This is an optimization exercise on Yosys and OpenROAD, whose aim is small area, not a production implementation. At most, simulation tests tie the RTL to the original design; equivalence was not proved.

## oak
==> flow/design.v <==
`timescale 1ns/1ps
module pipeCpu (
    input  logic        clk,
    input  logic        rstN,
    output logic [31:0] pc,
    input  logic [31:0] inst,
    output logic [31:0] dataAddress,
    output logic [31:0] writeMemData,
    output logic        memRead,
    output logic        memWrite,
    input  logic [31:0] readMemData
);
    logic [2:0]  ph;         
    logic        p2;         
    logic [31:2] pcR;
    logic [31:0] aR;         
    logic [31:0] bR;         
    logic        aluC;
    logic        pcC;
    logic        flag;       
    logic [5:0] op;
    logic [5:0] fn;
    logic [4:0] rs;
    logic [4:0] rt;
    logic [4:0] rd;
    assign op = inst[31:26];
    assign fn = inst[5:0];
    assign rs = inst[25:21];
    assign rt = inst[20:16];
    assign rd = inst[15:11];
    logic isR, rAdd, rSub, rAnd, rOr, rSlt;
    logic iAddiu, iOri, iLui, iLw, iSw, iBeq, iBne, iJ, isBr;
    assign isR    = (op == 6'h00);
    assign rAdd   = isR && (fn == 6'h21);
    assign rSub   = isR && (fn == 6'h23);
    assign rAnd   = isR && (fn == 6'h24);
    assign rOr    = isR && (fn == 6'h25);
    assign rSlt   = isR && (fn == 6'h2a);
    assign iAddiu = (op == 6'h09);
    assign iOri   = (op == 6'h0d);
    assign iLui   = (op == 6'h0f);
    assign iLw    = (op == 6'h23);
    assign iSw    = (op == 6'h2b);
    assign iBeq   = (op == 6'h04);
    assign iBne   = (op == 6'h05);
    assign iJ     = (op == 6'h02);
    assign isBr   = iBeq || iBne;
    logic twoPass;
    logic ph0;
    logic ph7;
    logic last;
    assign twoPass = rSlt || iLw || iSw || isBr;
    assign ph0     = (ph == 3'd0);
    assign ph7     = (ph == 3'd7);
    assign last    = ph7 && (p2 || !twoPass);
    logic [31:0] rf [1:31];
    logic [31:0][3:0] bot;
    assign bot[0] = 4'd0;
    genvar g;
    generate
        for (g = 1; g < 32; g++) begin : gBot
            assign bot[g] = rf[g][3:0];
        end
    endgenerate
    logic [3:0] rd1;
    logic [3:0] rd2;
    assign rd1 = bot[rs];
    assign rd2 = bot[rt];
    logic       we;
    logic [4:0] wreg;
    logic [3:0] wdata;
    generate
        for (g = 1; g < 32; g++) begin : gReg
            always_ff @(posedge clk) begin
                rf[g] <= {(we && wreg == g) ? wdata : rf[g][3:0], rf[g][31:4]};
            end
        end
    endgenerate
    logic [3:0] iDig;
    logic [3:0] aOp;
    logic [3:0] bSrc;
    logic [3:0] bOp;
    logic       sub;
    logic       cin;
    logic [4:0] sum;
    logic [3:0] alu;
    logic       lt;
    logic [2:0] dIdx;
    logic [3:0] instDig;
    logic [1:0] ePrev;
    assign dIdx    = {ph[2] && !iLui, ph[1:0]};
    assign instDig = inst[{dIdx, 2'b00} +: 4];
    always_comb begin
        if (iLui)                iDig = ph[2] ? instDig : 4'd0;
        else if (iJ || !ph[2])   iDig = instDig;
        else if (iOri)           iDig = 4'd0;
        else                     iDig = {4{inst[15]}};
    end
    assign aOp  = iLui ? 4'd0 : rd1;
    assign bSrc = isR ? rd2 : iDig;
    assign sub  = rSub || rSlt;
    assign bOp  = sub ? ~bSrc : bSrc;
    assign cin  = ph0 ? sub : aluC;
    assign sum  = {1'b0, aOp} + {1'b0, bOp} + {4'd0, cin};
    assign lt   = (aOp[3] ^ bSrc[3]) ? aOp[3] : sum[3];
    always_comb begin
        if (rAnd)                    alu = aOp & bOp;
        else if (rOr || iOri || iLui) alu = aOp | bOp;
        else                         alu = sum[3:0];
    end
    assign memRead  = iLw && p2 && ph0;
    assign memWrite = iSw && p2 && ph0;
    assign wreg = isR ? rd : rt;
    always_comb begin
        if (!p2) begin
            we    = rAdd || rSub || rAnd || rOr || rSlt || iAddiu || iOri || iLui;
            wdata = rSlt ? 4'd0 : alu;
        end else begin
            we    = iLw || (rSlt && ph0);
            if (ph0) wdata = rSlt ? {3'd0, flag} : readMemData[3:0];
            else     wdata = aR[3:0];
        end
    end
    logic [3:0]  xDig;
    logic [3:0]  pcDig;
    logic [31:0] pcFull;
    logic        taken;
    logic [3:0]  xOp;
    logic [4:0]  pcSum;
    logic [3:0]  bIn;
    logic [31:0] bNext;
    assign xDig   = {iDig[1:0], ph0 ? 2'b00 : ePrev};
    assign pcFull = {pcR, 2'b11};
    assign pcDig  = pcFull[{ph, 2'b00} +: 4];
    assign taken  = iBeq ? flag : !flag;
    assign xOp    = (isBr && p2 && taken) ? xDig : 4'd0;
    assign pcSum  = {1'b0, pcDig} + {1'b0, xOp} + {4'd0, ph0 | pcC};
    always_comb begin
        if (iSw && !p2)       bIn = rd2;
        else if (iJ && !ph7)  bIn = xDig;
        else                  bIn = pcSum[3:0];
    end
    assign bNext = {bIn, bR[31:4]};
    always_ff @(posedge clk or negedge rstN) begin
        if (!rstN) begin
            ph  <= 3'd0;
            p2  <= 1'b0;
        end else begin
            ph <= ph + 3'd1;
            if (ph7) p2 <= twoPass && !p2;
        end
    end
    always_ff @(posedge clk) begin
        if (!rstN)     pcR <= '0;
        else if (last) pcR <= bNext[31:2];
    end
    always_ff @(posedge clk) begin
        aluC <= sum[4];
        pcC  <= pcSum[4];
        bR   <= bNext;
        ePrev <= iDig[3:2];
        aR   <= {alu, memRead ? readMemData[31:4] : aR[31:4]};
        if (!p2) begin
            if (isBr)     flag <= (ph0 || flag) && (rd1 == rd2);
            else if (ph7) flag <= lt;
        end
    end
    assign pc           = {pcR, 2'b00};
    assign dataAddress  = aR;
    assign writeMemData = bR;
endmodule
export LEC_CHECK = 0
export CAP_MARGIN = 20
export CORE_MARGIN = 2
export CORE_UTILIZATION = 40
export CTS_BUF_LIST = sky130_fd_sc_hd__clkbuf_16
export CTS_CLUSTER_DIAMETER = 100
export CTS_CLUSTER_SIZE = 30
export PLACE_DENSITY = 0.6
export SLEW_MARGIN = 20
create_clock -name core_clock -period 10.0 [get_ports {clk}]
standard.sh (not shown) runs the stock make flow with config.mk's settings and CLKGATE_MAP_FILE= SYNTH_SCRIPT=/design/flow/synth_recipe.tcl, a recipe that flattens the netlist after the stock synthesis.
==> flow/flow/run.sh <==
#!/bin/bash
# Standard ORFS layout, with the port buffers made of the smallest buffer cell.
set -euo pipefail
export BUFFER_PORTS_ARGS="-buffer_cell sky130_fd_sc_hd__buf_1"
bash standard.sh > standard_make.log 2>&1
Inputs modified between oak and pine:
-- flow/design.v --
<<< oak, line 14
    logic        p2;         
    logic [31:2] pcR;
    logic [31:0] aR;         
    logic [31:0] bR;         
    logic        aluC;
    logic        pcC;
>>> pine, line 14
    logic        p2;         
    logic [31:2] pcR;
    logic [27:0] aR;         
    logic [27:0] bR;         
    logic        aluC;
    logic        pcC;
<<< oak, line 109
        else                         alu = sum[3:0];
    end
    assign memRead  = iLw && p2 && ph0;
    assign memWrite = iSw && p2 && ph0;
    assign wreg = isR ? rd : rt;
    always_comb begin
        if (!p2) begin
            we    = rAdd || rSub || rAnd || rOr || rSlt || iAddiu || iOri || iLui;
            wdata = rSlt ? 4'd0 : alu;
        end else begin
            we    = iLw || (rSlt && ph0);
            if (ph0) wdata = rSlt ? {3'd0, flag} : readMemData[3:0];
            else     wdata = aR[3:0];
        end
    end
>>> pine, line 109
        else                         alu = sum[3:0];
    end
    assign memRead  = iLw && !p2 && ph7;
    assign memWrite = iSw && !p2 && ph7;
    assign wreg = isR ? rd : rt;
    always_comb begin
        if (!p2) begin
            we    = rAdd || rSub || rAnd || rOr || rSlt || iAddiu || iOri || iLui || (iLw && ph7);
            if (iLw)       wdata = readMemData[31:28];
            else if (rSlt) wdata = 4'd0;
            else           wdata = alu;
        end else begin
            we    = (iLw && !ph7) || (rSlt && ph0);
            wdata = rSlt ? {3'd0, flag} : aR[3:0];
        end
    end
<<< oak, line 141
        else                  bIn = pcSum[3:0];
    end
    assign bNext = {bIn, bR[31:4]};
    always_ff @(posedge clk or negedge rstN) begin
        if (!rstN) begin
>>> pine, line 142
        else                  bIn = pcSum[3:0];
    end
    assign bNext = {bIn, bR};
    always_ff @(posedge clk or negedge rstN) begin
        if (!rstN) begin
<<< oak, line 158
        aluC <= sum[4];
        pcC  <= pcSum[4];
        bR   <= bNext;
        ePrev <= iDig[3:2];
        aR   <= {alu, memRead ? readMemData[31:4] : aR[31:4]};
        if (!p2) begin
            if (isBr)     flag <= (ph0 || flag) && (rd1 == rd2);
>>> pine, line 159
        aluC <= sum[4];
        pcC  <= pcSum[4];
        bR   <= bNext[31:4];
        ePrev <= iDig[3:2];
        aR   <= memRead ? readMemData[27:0] : {alu, aR[27:4]};
        if (!p2) begin
            if (isBr)     flag <= (ph0 || flag) && (rd1 == rd2);
<<< oak, line 167
    end
    assign pc           = {pcR, 2'b00};
    assign dataAddress  = aR;
    assign writeMemData = bR;
endmodule
>>> pine, line 168
    end
    assign pc           = {pcR, 2'b00};
    assign dataAddress  = {alu, aR};
    assign writeMemData = {rd2, bR};
endmodule
Results
Looking at the reports, pine completed the entire flow and the layout it produced met the timing, DRC and antenna checks. pine reports a higher period utilization than oak does. Length of routed met3 wiring: pine vs oak down about 28%. pine ended up with a higher antenna diode instance count than oak did. Between oak and pine, the difference in wire length is negligible. pine and oak ended up with roughly the same overall routing resource usage. pine ended up with a higher wire length of the first global-routing pass than oak did. Hold slack, oak and pine, lower one = oak. On post-synthesis average cell area: between oak and pine, it ends up higher for pine.
For oak, only the layout was checked, not whether the RTL still works.

==> what the ideal ports hide <==
How much do the figures lean on ideal ports? The routed layouts below were timed once more, with nothing changed but the port constraints.
Step 1, drivers: a clkbuf_16 drives clk and a buf_2 each remaining input, both assumed.
Step 2 moves the port delays by t, midway between the first and last clock arrival at a register: inputs arrive t later, outputs are due t later. That takes back most of the time a late clock gives input paths.
Three values: ideal, step 1, step 2; two values: the first two.
run	t, ns	setup WS [ns]	hold slack, ns	worst setup path at the end	clock arrival spread, ns
oak	0.656	3.607 / 3.607 / 2.951	0.306 / 0.306 / 0.306	input to register	0.046 / 0.046
pine	0.663	1.547 / 1.442 / 1.442	0.320 / 0.320 / 0.320	input to output	0.037 / 0.037
After both steps every run listed still meets setup and hold. For oak, which loses most, drivers alone change the setup slack by 0.000 ns; drivers and shift together by -0.656 ns.
